This design comes from an exercise in tuning for small area, a short achievable clock period and few clock cycles per item on the open sky130 flow, not from production work. The RTL was checked by simulation tests, not by an equivalence proof against the original design. Power is estimated from default activity; no workload was simulated.

## the baseline
==> flow/design.v <==
module chacha20_keystream_sequencer #(
    parameter int WORDS_PER_BLOCK = 16
) (
    input  logic         clock,
    input  logic         clear,
    input  logic [255:0] key,
    input  logic [95:0]  nonce,
    input  logic [31:0]  initial_counter,
    input  logic         load,
    input  logic         enable,
    output logic         core_start,
    output logic [511:0] core_round_input,
    input  logic         core_finished,
    input  logic [511:0] core_round_output,
    output logic         ks_valid,
    input  logic         ks_ready,
    output logic [31:0]  ks_data,
    output logic [31:0]  block_counter,
    output logic         busy,
    output logic         error
);
    localparam logic [127:0] SIGMA = 128'h6b206574_79622d32_3320646e_61707865;
    logic [255:0] r_key;
    logic [95:0]  r_nonce;
    logic [31:0]  r_ectr;       
    logic [31:0]  r_ctr;        
    logic         r_loaded;
    logic         r_error;
    logic         r_busy;
    logic         r_start;      
    logic         r_run;        
    logic         r_want;       
    logic         r_bufv;       
    logic [31:0]  r_raw [2:WORDS_PER_BLOCK-1];
    logic [31:0]  r_t;          
    logic [31:0]  r_g;          
    logic [15:2]  r_sel;        
    logic         r_pv;         
    logic         r_outv;       
    logic [31:0]  r_data;       
    logic w_wrap, w_take_load, w_cap, w_window, w_adv, w_xfer, w_end, w_idle_n;
    logic w_busy_n, w_run_n, w_want_n, w_bufv_n, w_start_n;
    logic [31:0] w_raw_next, w_state_next;
    assign w_wrap      = (r_ctr == 32'hFFFF_FFFF);
    assign w_take_load = !r_busy && load;
    assign w_window    = r_run && r_want && !r_bufv;
    assign w_cap       = w_window && core_finished;
    assign w_xfer      = r_outv && ks_ready;
    assign w_adv       = r_bufv && r_pv && (!r_outv || ks_ready);
    assign w_end       = w_xfer && !r_pv;
    always_comb begin
        if (r_busy) w_busy_n = !(w_end && (w_wrap || !enable));
        else        w_busy_n = enable && (r_loaded || load) && !r_error;
    end
    assign w_idle_n = r_busy && !w_busy_n;
    assign w_run_n   = r_start || (r_run && !core_finished);
    assign w_want_n  = !w_idle_n && (r_start || (r_want && !(r_run && core_finished)));
    assign w_bufv_n  = w_cap || (r_bufv && !w_end);
    assign w_start_n = w_busy_n && !w_run_n && !w_want_n &&
                       (!w_bufv_n || (enable && !w_wrap));
    always_ff @(posedge clock or posedge clear) begin
        if (clear) begin
            r_busy   <= 1'b0;
            r_error  <= 1'b0;
            r_loaded <= 1'b0;
            r_ctr    <= '0;
            r_start  <= 1'b0;
            r_run    <= 1'b0;
            r_want   <= 1'b0;
            r_bufv   <= 1'b0;
            r_outv   <= 1'b0;
            r_pv     <= 1'b0;
        end else begin
            r_busy  <= w_busy_n;
            r_start <= w_start_n;
            r_run   <= w_run_n;
            r_want  <= w_want_n;
            r_bufv  <= w_bufv_n;
            if (w_take_load) begin
                r_loaded <= 1'b1;
                r_ctr    <= initial_counter;
            end else if (w_end && !w_wrap) begin
                r_ctr    <= r_ectr;
            end
            if (w_end && w_wrap) r_error <= 1'b1;
            if (w_cap)           r_pv <= 1'b1;
            else if (w_adv)      r_pv <= |r_sel;
            if (w_cap || w_adv)  r_outv <= 1'b1;
            else if (w_xfer)     r_outv <= 1'b0;
        end
    end
    function automatic logic [31:0] gt_sum(input logic [31:0] t, input logic [31:0] g);
        logic [31:0] gg, pp;
        int j;
        gg = g;
        pp = t;
        for (int s = 0; s < 5; s++) begin
            for (int i = 0; i < 32; i++) begin
                if ((i >> s) & 1) begin
                    j = ((i >> s) << s) - 1;
                    gg[i] = gg[i] | (pp[i] & gg[j]);
                    pp[i] = pp[i] & pp[j];
                end
            end
        end
        gt_sum = (t & ~g) ^ {gg[30:0], 1'b0};
    endfunction
    always_comb begin
        w_raw_next = '0;
        for (int i = 2; i < WORDS_PER_BLOCK; i++)
            w_raw_next = w_raw_next | ({32{r_sel[i]}} & r_raw[i]);
        w_state_next = ({32{r_sel[2]}} & SIGMA[95:64]) | ({32{r_sel[3]}} & SIGMA[127:96]) |
                       ({32{r_sel[12]}} & r_ctr);
        for (int i = 4; i < 12; i++)
            w_state_next = w_state_next | ({32{r_sel[i]}} & r_key[32*(i-4) +: 32]);
        for (int i = 13; i < 16; i++)
            w_state_next = w_state_next | ({32{r_sel[i]}} & r_nonce[32*(i-13) +: 32]);
    end
    always_ff @(posedge clock) begin
        if (w_take_load) begin
            r_key   <= key;
            r_nonce <= nonce;
            r_ectr  <= initial_counter;
        end else if (w_cap) begin
            r_ectr  <= r_ctr + 32'd1;
        end
        if (w_window)
            for (int i = 2; i < WORDS_PER_BLOCK; i++) r_raw[i] <= core_round_output[32*i +: 32];
        if (w_cap) begin
            r_data <= core_round_output[31:0] + SIGMA[31:0];
            r_t    <= core_round_output[63:32] | SIGMA[63:32];
            r_g    <= core_round_output[63:32] & SIGMA[63:32];
            r_sel  <= 14'd1;
        end else if (w_adv) begin
            r_data <= gt_sum(r_t, r_g);
            r_t    <= w_raw_next | w_state_next;
            r_g    <= w_raw_next & w_state_next;
            r_sel  <= {r_sel[14:2], 1'b0};
        end
    end
    assign core_start       = r_start;
    assign core_round_input = {r_nonce, r_ectr, r_key, SIGMA};
    assign ks_valid         = r_outv;
    assign ks_data          = r_data;
    assign block_counter    = r_ctr;
    assign busy             = r_busy;
    assign error            = r_error;
endmodule
clock: 6.0 ns
lec_check: 0
cap_margin: 20
core_area: 100 100 420 420
cts_cluster_diameter: 60
cts_cluster_size: 18
die_area: 0 0 520 520
setup_slack_margin: 3.25
slew_margin: 20
standard.sh (not shown) runs the stock make flow with config.mk's settings and CLKGATE_MAP_FILE= SYNTH_SCRIPT=/design/flow/synth_recipe.tcl, a recipe that flattens the netlist after the stock synthesis.
==> flow/flow/run.sh <==
#!/bin/bash
# Standard ORFS layout, except that the port buffers are the smallest plain buffer
# (sky130_fd_sc_hd__buf_1) instead of the flow's default pick; timing repair resizes them
# where needed. Each tool's output goes to its own log in this folder.
set -euo pipefail
bash standard.sh BUFFER_PORTS_ARGS="-buffer_cell sky130_fd_sc_hd__buf_1" finish > make_layout.log 2>&1
cp orfs/logs/sky130hd/chacha20_keystream_sequencer/base/*.log . 2>/dev/null || true
Testbench counts of the baseline, summed over its fixed seeds: cycles 5,037, items 3,216.
#### Input delta (the candidate over the baseline)
--- a/flow/design.v
+++ b/flow/design.v
@@ -33,5 +33,5 @@
     logic         r_bufv;       
     logic [31:0]  r_raw [2:WORDS_PER_BLOCK-1];
-    logic [31:0]  r_t;          
+    logic [31:0]  r_p;          
     logic [31:0]  r_g;          
     logic [15:2]  r_sel;        
@@ -90,9 +90,9 @@
         end
     end
-    function automatic logic [31:0] gt_sum(input logic [31:0] t, input logic [31:0] g);
+    function automatic logic [31:0] pg_sum(input logic [31:0] p, input logic [31:0] g);
         logic [31:0] gg, pp;
         int j;
         gg = g;
-        pp = t;
+        pp = p;
         for (int s = 0; s < 5; s++) begin
             for (int i = 0; i < 32; i++) begin
@@ -104,5 +104,5 @@
             end
         end
-        gt_sum = (t & ~g) ^ {gg[30:0], 1'b0};
+        pg_sum = p ^ {gg[30:0], 1'b0};
     endfunction
     always_comb begin
@@ -129,10 +129,10 @@
         if (w_cap) begin
             r_data <= core_round_output[31:0] + SIGMA[31:0];
-            r_t    <= core_round_output[63:32] | SIGMA[63:32];
+            r_p    <= core_round_output[63:32] ^ SIGMA[63:32];
             r_g    <= core_round_output[63:32] & SIGMA[63:32];
             r_sel  <= 14'd1;
         end else if (w_adv) begin
-            r_data <= gt_sum(r_t, r_g);
-            r_t    <= w_raw_next | w_state_next;
+            r_data <= pg_sum(r_p, r_g);
+            r_p    <= w_raw_next ^ w_state_next;
             r_g    <= w_raw_next & w_state_next;
             r_sel  <= {r_sel[14:2], 1'b0};
==> comparison <==
The final layouts of the candidate and the baseline pass the timing, DRC and antenna checks.
Number of cells on the worst hold path: higher on the baseline
STATUS post-layout total power: the candidate wins against the baseline
Of the candidate and the baseline, it is the candidate that has the higher non-clock buffer count.
Comparing the candidate against the baseline, there is no change at all in count of endpoints failing hold in the final timing report.
Higher simple logic cell fraction of the synthesized area goes to the baseline over the candidate.
| number of non-clock inverters | the candidate vs the baseline | 7 higher |
| instance count after placement with tap cells included | the candidate vs the baseline | 76 lower |
In the candidate, the depth of the most critical reg-to-reg path came out 2 above the value in the baseline.
The portion of the post-synthesis area used by sequential elements of the candidate and that of the baseline are within noise of each other.
Higher global routing usage summed across all routing layers among the candidate and the baseline: the candidate
Testbench counts of the candidate, summed over its fixed seeds: cycles 5,037, items 3,216.

-- separate check: timing with driven ports --
In the flow no input, the clock included, has a driving cell. The finished layouts below were timed again as built, in two steps. Step 1 sets driving cells, clkbuf_16 on the clock port and buf_2 on the other inputs (assumed; they add their load-dependent delay and slew). Step 2 adds t to the input delays and takes it off the output delays; t is the mean of the earliest and latest rising clock arrival at the registers after step 1. Input paths then give back, and output paths get back, about the clock's delay inside the block. a / b / c = no drivers / after step 1 / after step 2; a / b = the first two.
run	t, ns	slack for setup (ns)	worst setup path at the end	pins driven straight from the clock port
the baseline	0.759	3.187 / 3.187 / 2.504	input to register	1
the candidate	0.772	3.151 / 3.151 / 2.436	input to register	1
After both steps every run listed still meets setup and hold. The setup slack of the candidate, which loses most, moves by 0.000 ns with the drivers and by -0.715 ns with both steps.
